Context: an optimization exercise on an open-source flow, tuned for a short achievable clock period and few clock cycles. The choices shown serve that exercise and are no tape-out recipe. Function was checked by simulation only, so behaviour that the tests miss may differ from the original. Power is estimated from default activity; no workload was simulated.

===== config.mk =====
export PLATFORM = sky130hd
export DESIGN_NAME = vm_thread_scheduler
export DESIGN_NICKNAME = vm_thread_scheduler
export VERILOG_FILES = /design/flow/design.v
export SDC_FILE = /design/flow/constraint.sdc
export NUM_CORES = 4
export LEC_CHECK = 0
export CAP_MARGIN = 40
export CORE_MARGIN = 2
export CORE_UTILIZATION = 60
export SLEW_MARGIN = 40

===== constraint.sdc =====
create_clock -name core_clock -period 10.0 [get_ports {clk}]
set_input_delay 2.0000 -clock core_clock [delete_from_list [all_inputs] [get_ports {clk}]]
set_output_delay 2.0000 -clock core_clock [all_outputs]
set_load 0.01 [all_outputs]

===== design.v =====
package vm_pkg;
  localparam int VM_NUM_THREADS = 64;
  localparam int VM_PC_W        = 16;
  localparam int TID_W          = $clog2(VM_NUM_THREADS);
  localparam logic [VM_PC_W-1:0] INACTIVE = 16'hFFFF;
  localparam logic [VM_PC_W-1:0] KILL_REQ = 16'hFFFE;
  typedef enum logic {
    OP_SETVEC         = 1'b0,
    OP_UPDATE_CHANNEL = 1'b1
  } cmd_op_e;
  typedef enum logic [1:0] {
    CH_RESUME = 2'd0,
    CH_PAUSE  = 2'd1,
    CH_KILL   = 2'd2,
    CH_NONE   = 2'd3
  } chan_type_e;
endpackage
module vm_thread_table
#(
  parameter int NUM_THREADS = vm_pkg::VM_NUM_THREADS,
  parameter int PC_W        = vm_pkg::VM_PC_W
) (
  input  logic                           clk,
  input  logic                           reset,
  input  logic                           commit,
  input  logic                           y_we,
  input  logic [NUM_THREADS-1:0]         y_sel,
  input  logic                           y_kill,
  input  logic [PC_W-1:0]                y_pc,
  input  logic                           c_we,
  input  logic                           c_op,
  input  logic [$clog2(NUM_THREADS)-1:0] c_first,
  input  logic [$clog2(NUM_THREADS)-1:0] c_last,
  input  logic [PC_W-1:0]                c_arg,
  output logic [NUM_THREADS-1:0][PC_W-1:0] pc_q,
  output logic [NUM_THREADS-1:0][PC_W-1:0] req_pc_q,
  output logic [NUM_THREADS-1:0]         req_none_q,   
  output logic [NUM_THREADS-1:0]         next_run_d    
);
  localparam int TW = $clog2(NUM_THREADS);
  localparam logic [PC_W-1:0] PC_INACTIVE = PC_W'(vm_pkg::INACTIVE);
  localparam logic [PC_W-1:0] PC_KILL     = PC_W'(vm_pkg::KILL_REQ);
  logic [NUM_THREADS-1:0] pc_act;      
  logic [NUM_THREADS-1:0] req_kill;    
  logic [NUM_THREADS-1:0] req_paused;
  logic y_inact;
  logic c_setvec;
  logic c_arg_none, c_arg_kill;
  assign y_inact    = y_kill || (y_pc == PC_INACTIVE);
  assign c_setvec   = (c_op == vm_pkg::OP_SETVEC);
  assign c_arg_none = (c_arg == PC_INACTIVE);
  assign c_arg_kill = (c_arg == PC_KILL);
  for (genvar t = 0; t < NUM_THREADS; t++) begin : g_thr
    logic hit, set_rpc, set_kill, set_pa;
    assign hit      = c_we && (c_setvec ? (c_first == TW'(t))
                                        : (c_first <= TW'(t) && TW'(t) <= c_last));
    assign set_rpc  = hit && c_setvec;
    assign set_kill = hit && !c_setvec && (c_arg[1:0] == vm_pkg::CH_KILL);
    assign set_pa   = hit && !c_setvec && !c_arg[1];
    logic act_d, none_d, kill_d, pa_d;
    always_comb begin
      act_d  = pc_act[t];
      none_d = req_none_q[t];
      kill_d = req_kill[t];
      pa_d   = req_paused[t];
      if (y_we && y_sel[t]) act_d = !y_inact;
      else if (commit && !req_none_q[t]) act_d = !req_kill[t];
      if (set_rpc) begin
        none_d = c_arg_none;
        kill_d = c_arg_kill;
      end else if (set_kill) begin
        none_d = 1'b0;
        kill_d = 1'b1;
      end else if (commit) begin
        none_d = 1'b1;
        kill_d = 1'b0;
      end
      if (set_pa) pa_d = c_arg[0];
    end
    assign next_run_d[t] = !pa_d && (none_d ? act_d : !kill_d);
    always_ff @(posedge clk) begin
      if (!reset) begin
        pc_act[t]     <= (t == 0);
        req_none_q[t] <= 1'b1;
        req_kill[t]   <= 1'b0;
        req_paused[t] <= 1'b0;
      end else begin
        pc_act[t]     <= act_d;
        req_none_q[t] <= none_d;
        req_kill[t]   <= kill_d;
        req_paused[t] <= pa_d;
      end
    end
    always_ff @(posedge clk) begin
      if (!reset) begin
        pc_q[t]     <= (t == 0) ? '0 : PC_INACTIVE;
        req_pc_q[t] <= PC_INACTIVE;
      end else begin
        if (y_we && y_sel[t])          pc_q[t] <= y_inact ? PC_INACTIVE : y_pc;
        else if (commit && !req_none_q[t])    pc_q[t] <= req_kill[t] ? PC_INACTIVE : req_pc_q[t];
        if (set_rpc)       req_pc_q[t] <= c_arg;
        else if (set_kill) req_pc_q[t] <= PC_KILL;
        else if (commit)   req_pc_q[t] <= PC_INACTIVE;
      end
    end
  end
endmodule
module vm_thread_scheduler
#(
  parameter int NUM_THREADS = vm_pkg::VM_NUM_THREADS,
  parameter int PC_W        = vm_pkg::VM_PC_W
) (
  input  logic                           clk,
  input  logic                           reset,
  input  logic                           frame_start,
  output logic                           frame_done,
  output logic                           busy,
  output logic                           run_valid,
  output logic [$clog2(NUM_THREADS)-1:0] run_thread,
  output logic [PC_W-1:0]                run_pc,
  input  logic                           yield_valid,
  input  logic                           yield_kill,
  input  logic [PC_W-1:0]                yield_pc,
  input  logic                           cmd_valid,
  output logic                           cmd_ready,
  input  logic                           cmd_op,
  input  logic [$clog2(NUM_THREADS)-1:0] cmd_first,
  input  logic [$clog2(NUM_THREADS)-1:0] cmd_last,
  input  logic [PC_W-1:0]                cmd_arg
);
  localparam int TW = $clog2(NUM_THREADS);
  localparam int GS = 8;                     
  localparam int NG = NUM_THREADS / GS;
  localparam int GW = $clog2(GS);
  logic                   busy_q, done_q, run_q;
  logic [TW-1:0]          thr_q;
  logic [PC_W-1:0]        pc_q;
  logic [NUM_THREADS-1:0] todo;               
  logic                   rdy_q;
  logic                   idle_n, nodone_n, norun_n, inrst_n;
  logic [NUM_THREADS-1:0] cur_oh;
  logic [NUM_THREADS-1:0][PC_W-1:0] tpc, trpc;
  logic [NUM_THREADS-1:0]           trnone, next_run_d;
  logic commit, yield_take, load, cmd_take;
  assign commit     = idle_n && frame_start;
  assign yield_take = !norun_n && yield_valid;
  assign load       = commit || yield_take;
  assign cmd_take   = cmd_valid && !inrst_n;
  logic [NUM_THREADS-1:0][PC_W-1:0] cpc;
  for (genvar t = 0; t < NUM_THREADS; t++) begin : g_cpc
    assign cpc[t] = (idle_n && !trnone[t]) ? trpc[t] : tpc[t];
  end
  logic                   p_any;
  logic [TW-1:0]          p_idx;
  logic [PC_W-1:0]        p_pc;
  logic [NUM_THREADS-1:0] p_oh;
  vm_sched_pick #(.N(NUM_THREADS), .W(PC_W), .GS(GS)) u_pick (
    .vec(todo), .data(cpc), .any(p_any), .idx(p_idx), .oh(p_oh), .sel(p_pc)
  );
  always_ff @(posedge clk) begin
    if (!reset) begin
      busy_q     <= 1'b0;
      done_q     <= 1'b0;
      run_q      <= 1'b0;
      thr_q      <= '0;
      pc_q       <= '0;
      idle_n     <= 1'b1;
      nodone_n   <= 1'b1;
      norun_n    <= 1'b1;
      cur_oh     <= '0;
    end else begin
      if (load) begin
        busy_q     <= 1'b1;
        run_q      <= p_any;
        done_q     <= !p_any;
        thr_q      <= p_idx;
        pc_q       <= p_pc;
        idle_n     <= 1'b0;
        norun_n    <= !p_any;
        nodone_n   <= p_any;
        cur_oh     <= p_oh;
      end else if (!nodone_n) begin
        busy_q     <= 1'b0;
        done_q     <= 1'b0;
        idle_n     <= 1'b1;
        nodone_n   <= 1'b1;
      end
    end
  end
  always_ff @(posedge clk) begin
    if (!reset)                        todo <= NUM_THREADS'(1);
    else if (load)                     todo <= todo & ~p_oh;
    else if (idle_n || !nodone_n)      todo <= next_run_d;
  end
  always_ff @(posedge clk) begin
    if (!reset) begin
      rdy_q   <= 1'b0;
      inrst_n <= 1'b1;
    end else begin
      rdy_q   <= 1'b1;
      inrst_n <= 1'b0;
    end
  end
  vm_thread_table #(
    .NUM_THREADS(NUM_THREADS),
    .PC_W       (PC_W)
  ) u_table (
    .clk       (clk),
    .reset     (reset),
    .commit    (commit),
    .y_we      (yield_take),
    .y_sel     (cur_oh),
    .y_kill    (yield_kill),
    .y_pc      (yield_pc),
    .c_we      (cmd_take),
    .c_op      (cmd_op),
    .c_first   (cmd_first),
    .c_last    (cmd_last),
    .c_arg     (cmd_arg),
    .pc_q      (tpc),
    .req_pc_q  (trpc),
    .req_none_q(trnone),
    .next_run_d(next_run_d)
  );
  assign busy       = busy_q;
  assign frame_done = done_q;
  assign run_valid  = run_q;
  assign run_thread = thr_q;
  assign run_pc     = pc_q;
  assign cmd_ready  = rdy_q;
endmodule
module vm_sched_pick
#(
  parameter int N  = 64,
  parameter int W  = 16,
  parameter int GS = 8
) (
  input  logic [N-1:0]        vec,
  input  logic [N-1:0][W-1:0] data,
  output logic                any,
  output logic [$clog2(N)-1:0] idx,
  output logic [N-1:0]        oh,
  output logic [W-1:0]        sel
);
  localparam int NG = N / GS;
  localparam int GW = $clog2(GS);
  localparam int TW = $clog2(N);
  logic [NG-1:0]          gany, goh;
  logic [NG-1:0][GS-1:0]  loh;
  logic [NG-1:0][GW-1:0]  lidx;
  logic [NG-1:0][W-1:0]   lsel;
  for (genvar g = 0; g < NG; g++) begin : g_grp
    assign gany[g] = |vec[g*GS +: GS];
    always_comb begin
      logic seen;
      seen    = 1'b0;
      lidx[g] = '0;
      lsel[g] = '0;
      for (int j = 0; j < GS; j++) begin
        loh[g][j] = vec[g*GS + j] && !seen;
        seen      = seen || vec[g*GS + j];
        lidx[g]   = lidx[g] | ({GW{loh[g][j]}} & GW'(j));
        lsel[g]   = lsel[g] | ({W{loh[g][j]}} & data[g*GS + j]);
      end
    end
  end
  always_comb begin
    logic seen;
    seen = 1'b0;
    idx  = '0;
    sel  = '0;
    for (int g = 0; g < NG; g++) begin
      goh[g] = gany[g] && !seen;
      seen   = seen || gany[g];
      idx    = idx | ({TW{goh[g]}} & {GW'(g), lidx[g]});
      sel    = sel | ({W{goh[g]}} & lsel[g]);
    end
    any = seen;
    for (int t = 0; t < N; t++) oh[t] = goh[t / GS] && loh[t / GS][t % GS];
  end
endmodule

===== flow/run.sh =====
#!/bin/bash
set -euo pipefail
bash standard.sh synth > synth.log 2>&1
bash standard.sh SETUP_SLACK_MARGIN=7 finish > layout.log 2>&1

===== standard.sh =====
#!/bin/bash
# synth_recipe.tcl (not shown) runs the flow's synth.tcl, then flattens the netlist and writes it again
# the make line also repeats each setting of config.mk as NAME=value (left out here)
make -C /OpenROAD-flow-scripts/flow DESIGN_CONFIG=/design/flow/config.mk WORK_HOME=/design/flow/orfs CLKGATE_MAP_FILE= SYNTH_SCRIPT=/design/flow/synth_recipe.tcl "${@:-finish}"

==> results.txt, run 1 <==
number of port buffers = 76
fraction of registers with async set/reset = 0%
CTS Buf Count = 278
synth unique cells = 83
synth top area cells = dfxtp_1 (44%), o22ai_1 (12%), mux2i_1 (8.0%)
clock sinks = 2462
I/O pin cnt = 77
top cell type's share of synthesized area = 44.1%
status = aborted with a tool error
Syn. warnings = 3
htree depth = 5
Seq cells post-synth = 2462
Mapped Cells = 13970
Exit stage = 5_1_grt
standard-cell rows = 158
Hold Buf Count CTS = 0
Post-synth EDFFs = 0
CTS max path bufs = 4
area leader, netlist = dfxtp_1
DP Worst Slack = 3.84 ns
placed instance area = 123000 sq um
dpl hpwl = 325000 microns
Cell Area, Synth = 112000 sq um
die width = 436 microns
GPL Wtd Cong = 1.05
Die Y = 436 microns
gr ovfl total = 443
Syn Nets = 14021
Syn Area/Cell = 8.00 sq um
Starting Density = 60.3%
largest net degree at the start of global routing = 128
top_reg_cell synth = dfxtp_1
Root Buffer = clkbuf_16
Err = [ERROR GRT-0232] Routing congestion too high. Check the congestion heatmap in the GUI.
overall routing resource usage = 82.4%
sequential fraction of the synthesis area = 44.1%
==> power by group through the flow <==
stage               Combinational [W]  Clock [W]  Sequential (W)
floorplan                     0.00123          0          0.0101
global placement              0.00199          0          0.0102
detailed placement            0.00204          0          0.0102
CTS                           0.00313     0.0101         0.00994
==> how the worst max path moves through the flow <==
stage	start	endpoint	slack [ns]
CTS	thr_q[0]	run_thread[0]	6.45
global placement	yield_valid	pc_q[12]	3.45
detailed placement	yield_pc[14]	u_table.pc_q[151]	3.84
floorplan	cmd_first[5]	todo[11]	5.89
==> kinds of logic after synthesis <==
logic type,synth area share [%]
buffers and inverters,4.70
DFF,44.1
muxes,9.24
AOI/OAI and AO/OA,24.1
and+or+nand+nor,17.8
==> synth_stat cells (7+ instances only) <==
| cell type | count |
|---|---|
| dfxtp_1 | 2462 |
| o22ai_1 | 2106 |
| nand2_1 | 1948 |
| nor2_1 | 1557 |
| clkbuf_1 | 1262 |
| o21ai_0 | 1178 |
| mux2i_1 | 892 |
| a21oi_1 | 541 |
| nor3_1 | 256 |
| nand3_1 | 198 |
| a211oi_1 | 135 |
| mux2_2 | 124 |
| and2_1 | 120 |
| o211ai_1 | 98 |
| nand3b_1 | 83 |
| or2_2 | 81 |
| nor2b_1 | 80 |
| buf_1 | 68 |
| nand2b_1 | 66 |
| nor4_1 | 55 |
| o22a_1 | 50 |
| nand4_1 | 47 |
| a221oi_1 | 41 |
| a31oi_1 | 40 |
| o221ai_1 | 39 |
| buf_2 | 38 |
| or3_1 | 38 |
| o311ai_0 | 29 |
| a31o_2 | 27 |
| and3_1 | 27 |
| o21ai_1 | 25 |
| a2111oi_0 | 23 |
| o21a_1 | 18 |
| nor3b_1 | 16 |
| o2111ai_1 | 15 |
| a21o_1 | 14 |
| or4_1 | 14 |
| a211o_1 | 13 |
| o31ai_1 | 12 |
| a22oi_1 | 10 |
| inv_1 | 10 |
| o32ai_1 | 9 |
| nand4b_1 | 8 |
| o211a_1 | 7 |
| o2bb2ai_1 | 7 |
==> through the flow <==
stage / hold WS [ns] / total power, W / cells / utilization [%]
4_1_cts: 0.465 / 0.0232 / 16992 / 84.0
3_5_place_dp: 0.451 / 0.0122 / 15470 / 66.5
3_3_place_gp: 0.441 / 0.0121 / 15402 / 65.8
2_1_floorplan: 0.432 / 0.0113 / 13970 / -
==> layer usage <==
metal / GRT overflow / global-route usage, %
met3: 29 / 71.4
met1: 24 / 84.0
met5: 7 / 46.8
met2: 201 / 93.9
met4: 182 / 79.5
==> timing repair <==
item / CTS
gates cloned: 195
pin swaps: 1176
endpoints found under the hold margin: 0
endpoints found under the setup margin: 2483
buffers inserted: 851
gates resized for setup: 2758
Testbench counts, summed over its fixed seeds: cycles 21,413.
==> run 2: changes to the inputs <==
==> run.sh (new file) <==
#!/bin/bash
# synth_recipe.tcl (not shown) runs the flow's synth.tcl, then flattens the netlist and writes it again
# the make line also repeats each setting of config.mk as NAME=value (left out here)
make -C /OpenROAD-flow-scripts/flow DESIGN_CONFIG=/design/flow/config.mk WORK_HOME=/design/flow/orfs CLKGATE_MAP_FILE= SYNTH_SCRIPT=/design/flow/synth_recipe.tcl finish
--- a/config.mk
+++ b/config.mk
@@ -8,4 +8,5 @@
 export CAP_MARGIN = 40
 export CORE_MARGIN = 2
-export CORE_UTILIZATION = 60
+export CORE_UTILIZATION = 40
+export SETUP_SLACK_MARGIN = 5
 export SLEW_MARGIN = 40
removed: flow/run.sh
removed: standard.sh
==> results.txt, run 2 <==
overall routing resource usage = 32.5%
Critical Path RT = 10.77 ns
final hold vios = 0
Root Buffer = clkbuf_16
Reg power frac = 44.0%
final WL = 489000 microns
largest net degree at the start of global routing = 212
Worst-Skew Late Latency = 0.98 ns
Syn Nets = 14021 (unchanged)
count leader, synth = dfxtp_1
vias in the first global route = 98409
most instantiated cells after synthesis = dfxtp_1 (2462), o22ai_1 (2106), nand2_1 (1948)
vias per cell = 6.43
DR DRC count = 0
Crit path largest cell delay = 0.67 ns
Hold Path Class = reg2reg
pwr dens = 180 nW/um^2
min cycle time layout = 5.16 ns
worst relative slew slack = 15.8%
final setup fails = 0
Cell Area, Synth = 112000 sq um (unchanged)
htree depth = 5 (unchanged)
setup TNS = 0 ns
max cap viols = 0
peak supply drop = 177 uV
area of the multi-input gates = 58400 sq um
die area = 284000 sq um
Die Y = 533 microns (+22%)
status = timing/DRC/antenna clean
top_reg_cell synth = dfxtp_1
clock sinks = 2462 (unchanged)
Clock Power Share = 47.0%
first-pass GRT wire length = 698000 microns
combinational share of power = 9.0%
Max Clk Rate = 194 MHz
number of port buffers = 76 (unchanged)
Sw Pwr = 0.00601 W
standard-cell rows = 194 (+23%)
most frequent cells in the layout = dfxtp_1 (2461), o22ai_1 (2106), nand2_1 (1861)
Post-synth EDFFs = 0 (unchanged)
1st-pass router iterations = 6
Critical Path, Cell by Cell = clkdlybuf4s50_1, nor2b_4, buf_4, nand2_1, nand2_2, nand3b_1, o22ai_1, o21ai_0
die width = 533 microns (+22%)
sequential fraction of the synthesis area = 44.1% (unchanged)
period utilization = 51.6%
Register Area = 49300 sq um
Sw Share = 26.6%
delay-heaviest family, CP = simple AND/OR/NAND/NOR gates
share of layout cells above drive strength 1 = 9.68%
final slew viol count = 0
fin util = 45.1%
crit path kind = in2reg
Core ar. = 279000 sq um
area leader, netlist = dfxtp_1
TritonCTS clock tree = built
fraction of registers with async set/reset = 0% (unchanged)
RSZ-0062 raised after global routing = yes
dpl hpwl = 305000 microns (-6.0%)
DRT iter0 DRCs = 16630
CTS max path bufs = 4 (unchanged)
synth top area cells = dfxtp_1 (44%), o22ai_1 (12%), mux2i_1 (8.0%)
slowest cell on the critical path = nor2b_4
CTS Buf Count = 286 (+2.9%)
commonest non-fill, non-tap cell in the layout = dfxtp_1
Via Count = 111176
gr ovfl total = 0
WL/cell = 28.3 microns
I/O pin cnt = 77 (unchanged)
Worst-path clk slew = 0.06 ns
Layout area overhead = 12.4%
Int Power = 0.0166 W
biggest regs = u_table.pc_q (1024), u_table.req_pc_q (1024)
Worst Max-Slew Pin Slew = 1.26 ns
Buf/Inv on CP = 2
Mapped Cells = 13970 (unchanged)
Final Net Count = 13380
Startpoint Class = input pin
Worst Skew = 0.0664 ns
synth unique cells = 83 (unchanged)
crit path capture type = flop
initial antenna violation count = 36
Seq cells post-synth = 2462 (unchanged)
Routed Antenna Nets = 0
Lkg Pwr = 45.1 nW
# fillers = 27773
Starting Density = 40.1% (-20 points)
Syn Area/Cell = 8.00 sq um (unchanged)
top cell type's share of synthesized area = 44.1% (unchanged)
GPL Wtd Cong = 1.04 (-0.95%)
Syn. warnings = 3 (unchanged)
crit path max fanout = 31
Critical Path AT = 5.93 ns
## run 2: cell counts after synthesis
Identical to the previous run, type by type.
## run 2: power groups by stage
stage,sequential (W),combinational [W],clock (W)
global placement,0.0102,0.00186,0
CTS,0.00994,0.00190,0.0106
detailed placement,0.0102,0.00189,0
finish,0.00994,0.00204,0.0106
floorplan,0.0101,0.000941,0
global route,0.00994,0.00203,0.0110
## run 2: stage by stage
step                      hold WS (ns)  power [W]  std cells  area [sq um]  setup slack, ns
final                            0.456     0.0226      17279        126000             4.84
after global placement           0.436     0.0120      16693        115000             3.59
after floorplan                  0.427     0.0111      13970        112000             5.55
after detailed placement         0.443     0.0120      16719        115000             3.68
after global routing             0.469     0.0230      17259        126000             4.69
after CTS                        0.452     0.0225      17211        125000             4.91
## run 2: layer usage
| metal | vias to the layer above | wire length (microns) | track usage, % |
|---|---|---|---|
| li1 | 49305 | - | - |
| met5 | - | 73 | 0 |
| met3 | 1348 | 57600 | 7.23 |
| met4 | 12 | 31700 | 19.3 |
| met2 | 6880 | 202000 | 46.0 |
| met1 | 53631 | 197000 | 44.7 |
## run 2: path summary, 6_finish.rpt
kind	startpoint	end	slack (ns)	cells past startpoint
worst max-delay path	yield_valid	u_table.pc_q[793]	4.84	8
worst min-delay path	cur_oh[44]	cur_oh[44]	0.46	2
worst max register to register	idle_n	pc_q[12]	5.48	8
worst min register to register	cur_oh[44]	cur_oh[44]	0.46	2
## run 2: worst reg2reg max path, delay by kind of cell (launching register included)
| kind | cells | cell delay, ns |
|---|---|---|
| and+or+nand+nor | 2 | 1.73 |
| muxes | 1 | 0.28 |
| buffers and inverters | 1 | 0.40 |
| DFF | 1 | 0.59 |
| AOI/OAI and AO/OA | 4 | 1.37 |
## run 2: timing repair
| action | in CTS | in global routing |
|---|---|---|
| gates cloned | 0 | 4 |
| setup endpoints to repair | 701 | 523 |
| pin swaps | 0 | 4 |
| setup buffers | 4 | 23 |
| hold buffers | 0 | 0 |
| gates resized for setup | 52 | 26 |
## run 2: cell type report
class	instances	area share, %
Tap cell	3724	3.71
Multi-Input combinational cell	10126	46.5
Timing Repair Buffer	436	3.12
Clock inverter	66	0.688
Sequential cell	2462	39.2
Inverter	17	0.0568
Clock buffer	422	6.68
Antenna cell	26	0.0518
## run 2: kinds of logic after synthesis
kind of cell	synth area share (%)
AO/OA/AOI/OAI	24.1
buffers and inverters	4.70
flip-flops	44.1
multiplexers	9.24
AND/OR/NAND/NOR	17.8
==> run 3: changes to the inputs <==
==> flow/run.sh (new file) <==
#!/bin/bash
set -euo pipefail
bash standard.sh synth > synth.log 2>&1
bash standard.sh SETUP_SLACK_MARGIN=6.5 finish > layout.log 2>&1
==> standard.sh (new file) <==
#!/bin/bash
# synth_recipe.tcl (not shown) runs the flow's synth.tcl, then flattens the netlist and writes it again
# the make line also repeats each setting of config.mk as NAME=value (left out here)
make -C /OpenROAD-flow-scripts/flow DESIGN_CONFIG=/design/flow/config.mk WORK_HOME=/design/flow/orfs CLKGATE_MAP_FILE= SYNTH_SCRIPT=/design/flow/synth_recipe.tcl "${@:-finish}"
--- a/config.mk
+++ b/config.mk
@@ -8,5 +8,4 @@
 export CAP_MARGIN = 40
 export CORE_MARGIN = 2
-export CORE_UTILIZATION = 40
-export SETUP_SLACK_MARGIN = 5
+export CORE_UTILIZATION = 35
 export SLEW_MARGIN = 40
removed: run.sh
==> results.txt, run 3 <==
Via Count = 117071 (+5.3%)
fraction of registers with async set/reset = 0% (unchanged)
RR Startpoint = idle_n
status = timing/DRC/antenna clean
final setup fails = 0 (unchanged)
Syn Nets = 14021 (unchanged)
standard-cell rows = 207 (+6.7%)
number of port buffers = 76 (unchanged)
Placed Instances = 17163 (+2.7%)
dpl hpwl = 317000 microns (+3.8%)
Die Y = 569 microns (+6.9%)
TritonCTS clock tree = built
Startpoint Class = input pin
htree depth = 5 (unchanged)
Hold Path Class = reg2reg
most frequent cells in the layout = dfxtp_1 (2436), o22ai_1 (1946), nand2_1 (1764)
overall routing resource usage = 31.8% (-0.63 points)
post-route insts no fill = 18102 (+4.8%)
DRT iter0 DRCs = 19475 (+17%)
Layout area overhead = 21.8%
hold path start = cur_oh[6]
crit path max fanout = 6 (-81%)
clock sinks = 2462 (unchanged)
I/O pin cnt = 77 (unchanged)
worst relative slew slack = 33.2% (+17 points)
max cap viols = 0 (unchanged)
period utilization = 38.8% (-13 points)
share of layout cells above drive strength 1 = 16.5% (+6.8 points)
RSZ-0062 raised after global routing = yes
die area = 324000 sq um (+14%)
Syn. warnings = 3 (unchanged)
vias per cell = 6.47 (+0.51%)
Worst-Skew Late Latency = 0.92 ns (-0.06 ns)
setup TNS = 0 ns (unchanged)
synth top area cells = dfxtp_1 (44%), o22ai_1 (12%), mux2i_1 (8.0%)
Lkg Pwr = 49.6 nW (+10%)
CTS Buf Count = 280 (-2.1%)
CTS max path bufs = 4 (unchanged)
Worst-path clk slew = 0.07 ns (about the same)
Starting Density = 35.2% (-4.9 points)
Final Net Count = 13731 (+2.6%)
crit path kind = in2reg
largest net degree at the start of global routing = 221 (+4.2%)
initial antenna violation count = 43 (+19%)
Max Clk Rate = 258 MHz (+33%)
Worst Skew = 0.0746 ns (+0.00815 ns)
count leader, synth = dfxtp_1
gr ovfl total = 0 (unchanged)
Critical Path AT = 4.64 ns (-1.29 ns)
Core ar. = 318000 sq um (+14%)
pwr dens = 170 nW/um^2 (-5.4%)
Post-synth EDFFs = 0 (unchanged)
biggest regs = u_table.pc_q (1024), u_table.req_pc_q (1024)
die width = 569 microns (+6.9%)
Critical Path RT = 10.76 ns (about the same)
Worst Max-Slew Pin Slew = 0.999 ns (-0.264 ns)
final slew viol count = 0 (unchanged)
Hold Path End = cur_oh[6]
crit path capture type = flop
vias in the first global route = 102497 (+4.2%)
area leader, netlist = dfxtp_1
final WL = 560000 microns (+14%)
1st-pass router iterations = 17 (+11)
top_reg_cell synth = dfxtp_1
Routed Antenna Nets = 0 (unchanged)
WL/cell = 30.9 microns (+9.2%)
sequential fraction of the synthesis area = 44.1% (unchanged)
R2R depth = 9 (+1)
Root Buffer = clkbuf_16
reg-to-reg slack, setup = 6.31 ns (+0.83 ns)
most instantiated cells after synthesis = dfxtp_1 (2462), o22ai_1 (2106), nand2_1 (1948)
Cell Area, Synth = 112000 sq um (unchanged)
Syn Area/Cell = 8.00 sq um (unchanged)
hold path cells = 2 (unchanged)
Seq cells post-synth = 2462 (unchanged)
DR DRC count = 0 (unchanged)
Mapped Cells = 13970 (unchanged)
peak supply drop = 129 uV (-27%)
commonest non-fill, non-tap cell in the layout = dfxtp_1
FF-to-FF End = pc_q[3]
first-pass GRT wire length = 763000 microns (+9.3%)
min cycle time layout = 3.88 ns (-1.29 ns)
synth unique cells = 83 (unchanged)
GPL Wtd Cong = 1.02 (-2.0%)
top cell type's share of synthesized area = 44.1% (unchanged)
final hold vios = 0 (unchanged)
# fillers = 30962 (+11%)
run 3: timing repair:
item                       4_1_cts  5_1_grt
gates cloned                    50       27
hold buffers                     0        0
setup endpoints to repair     2473     1200
gates resized for setup        723      213
pin swaps                      101       59
setup buffers                  230      104
run 3: critical path: stages:
cell and delay (ns):
buf_6 0.10, nor2b_4 0.20, buf_12 0.17, buf_16 0.15
nand2b_4 0.24, buf_4 0.16, o221ai_1 0.14, nor3_2 0.44
o2111ai_4 0.28, nor3_4 0.53, a31oi_1 0.19
run 3: stage by stage:
step	area (sq um)	setup WS, ns	hold slack [ns]	power, W	utilization (%)
after floorplan	117000	5.89	0.427	0.0112	-
after global placement	118000	3.09	0.436	0.0121	37.0
after detailed placement	119000	3.38	0.442	0.0121	37.3
after CTS	133000	6.41	0.451	0.0228	42.0
after global routing	136000	6.19	0.474	0.0234	42.8
final	136000	6.12	0.455	0.0231	42.8
run 3: worst max path at each step:
stage | startpoint | end | cells after the start
floorplan | cmd_first[5] | todo[11] | 9
global placement | yield_valid | pc_q[2] | 9
detailed placement | yield_valid | pc_q[2] | 9
CTS | yield_valid | todo[59] | 10
global route | cmd_arg[8] | todo[34] | 12
finish | yield_valid | pc_q[3] | 11
run 3: power breakdown:
part           total, W  internal, W  switching [W]
sequential      0.00995      0.00986      0.0000878
combinational   0.00264     0.000696        0.00195
clock            0.0106      0.00609        0.00446
total            0.0231       0.0167        0.00650
run 3: logic make-up (layout without fill, tap and decap cells):
family / after synthesis / after routing / share of synthesized area [%]
other: 0 / 40 / 0
flip-flops: 2462 / 2462 / 44.1
AO/OA/AOI/OAI: 4477 / 4477 / 24.1
multiplexers: 1016 / 1016 / 9.24
AND/OR/NAND/NOR: 4629 / 4644 / 17.8
buffers and inverters: 1386 / 1283 / 4.70
run 3: layout make-up:
type	count	area [sq um]	share of cell area, %
multi-input combinational	10137	62800	46.1
sequential	2462	49400	36.3
timing repair buffer	782	9430	6.92
clock buffer	401	8220	6.04
tap	4180	5230	3.84
clock inverter	83	907	0.666
antenna	40	100	0.0735
inverter	17	92.6	0.0680
run 3: routing by layer:
layer | GRT usage (%) | share of wire [%] | up-vias
met5 | 0.892 | 0.063 | -
met4 | 21.9 | 8.3 | 24
met3 | 10.6 | 14 | 1990
met2 | 43.7 | 40 | 8561
met1 | 41.7 | 38 | 56370
li1 | - | - | 50126

what the ideal ports hide:
In the flow no input, the clock included, has a driving cell. The finished layouts below were timed again as built, in two steps.
Step 1, drivers: a clkbuf_16 drives clk and a buf_2 each remaining input, both assumed.
Step 2 also shifts input and output timing later by t, the mid clock arrival at the registers, as if the neighbouring blocks saw the same clock.
Slacks: ideal / step 1 / step 2; pairs: ideal / step 1.
| run | shift t [ns] | setup WS [ns] | hold slack, ns | worst setup path at the end | worst register clock-pin slew, ns |
|---|---|---|---|---|---|
| run 2 | 1.065 | 4.837 / 4.920 / 3.855 | 0.456 / 0.456 / 0.456 | input to register | 0.07 / 0.07 |
| run 3 | 0.996 | 6.124 / 6.010 / 5.014 | 0.455 / 0.455 / 0.455 | input to register | 0.07 / 0.07 |
After both steps setup and hold are still met in every run listed. For run 3, which loses most, drivers alone change the setup slack by -0.114 ns; drivers and shift together by -1.110 ns.
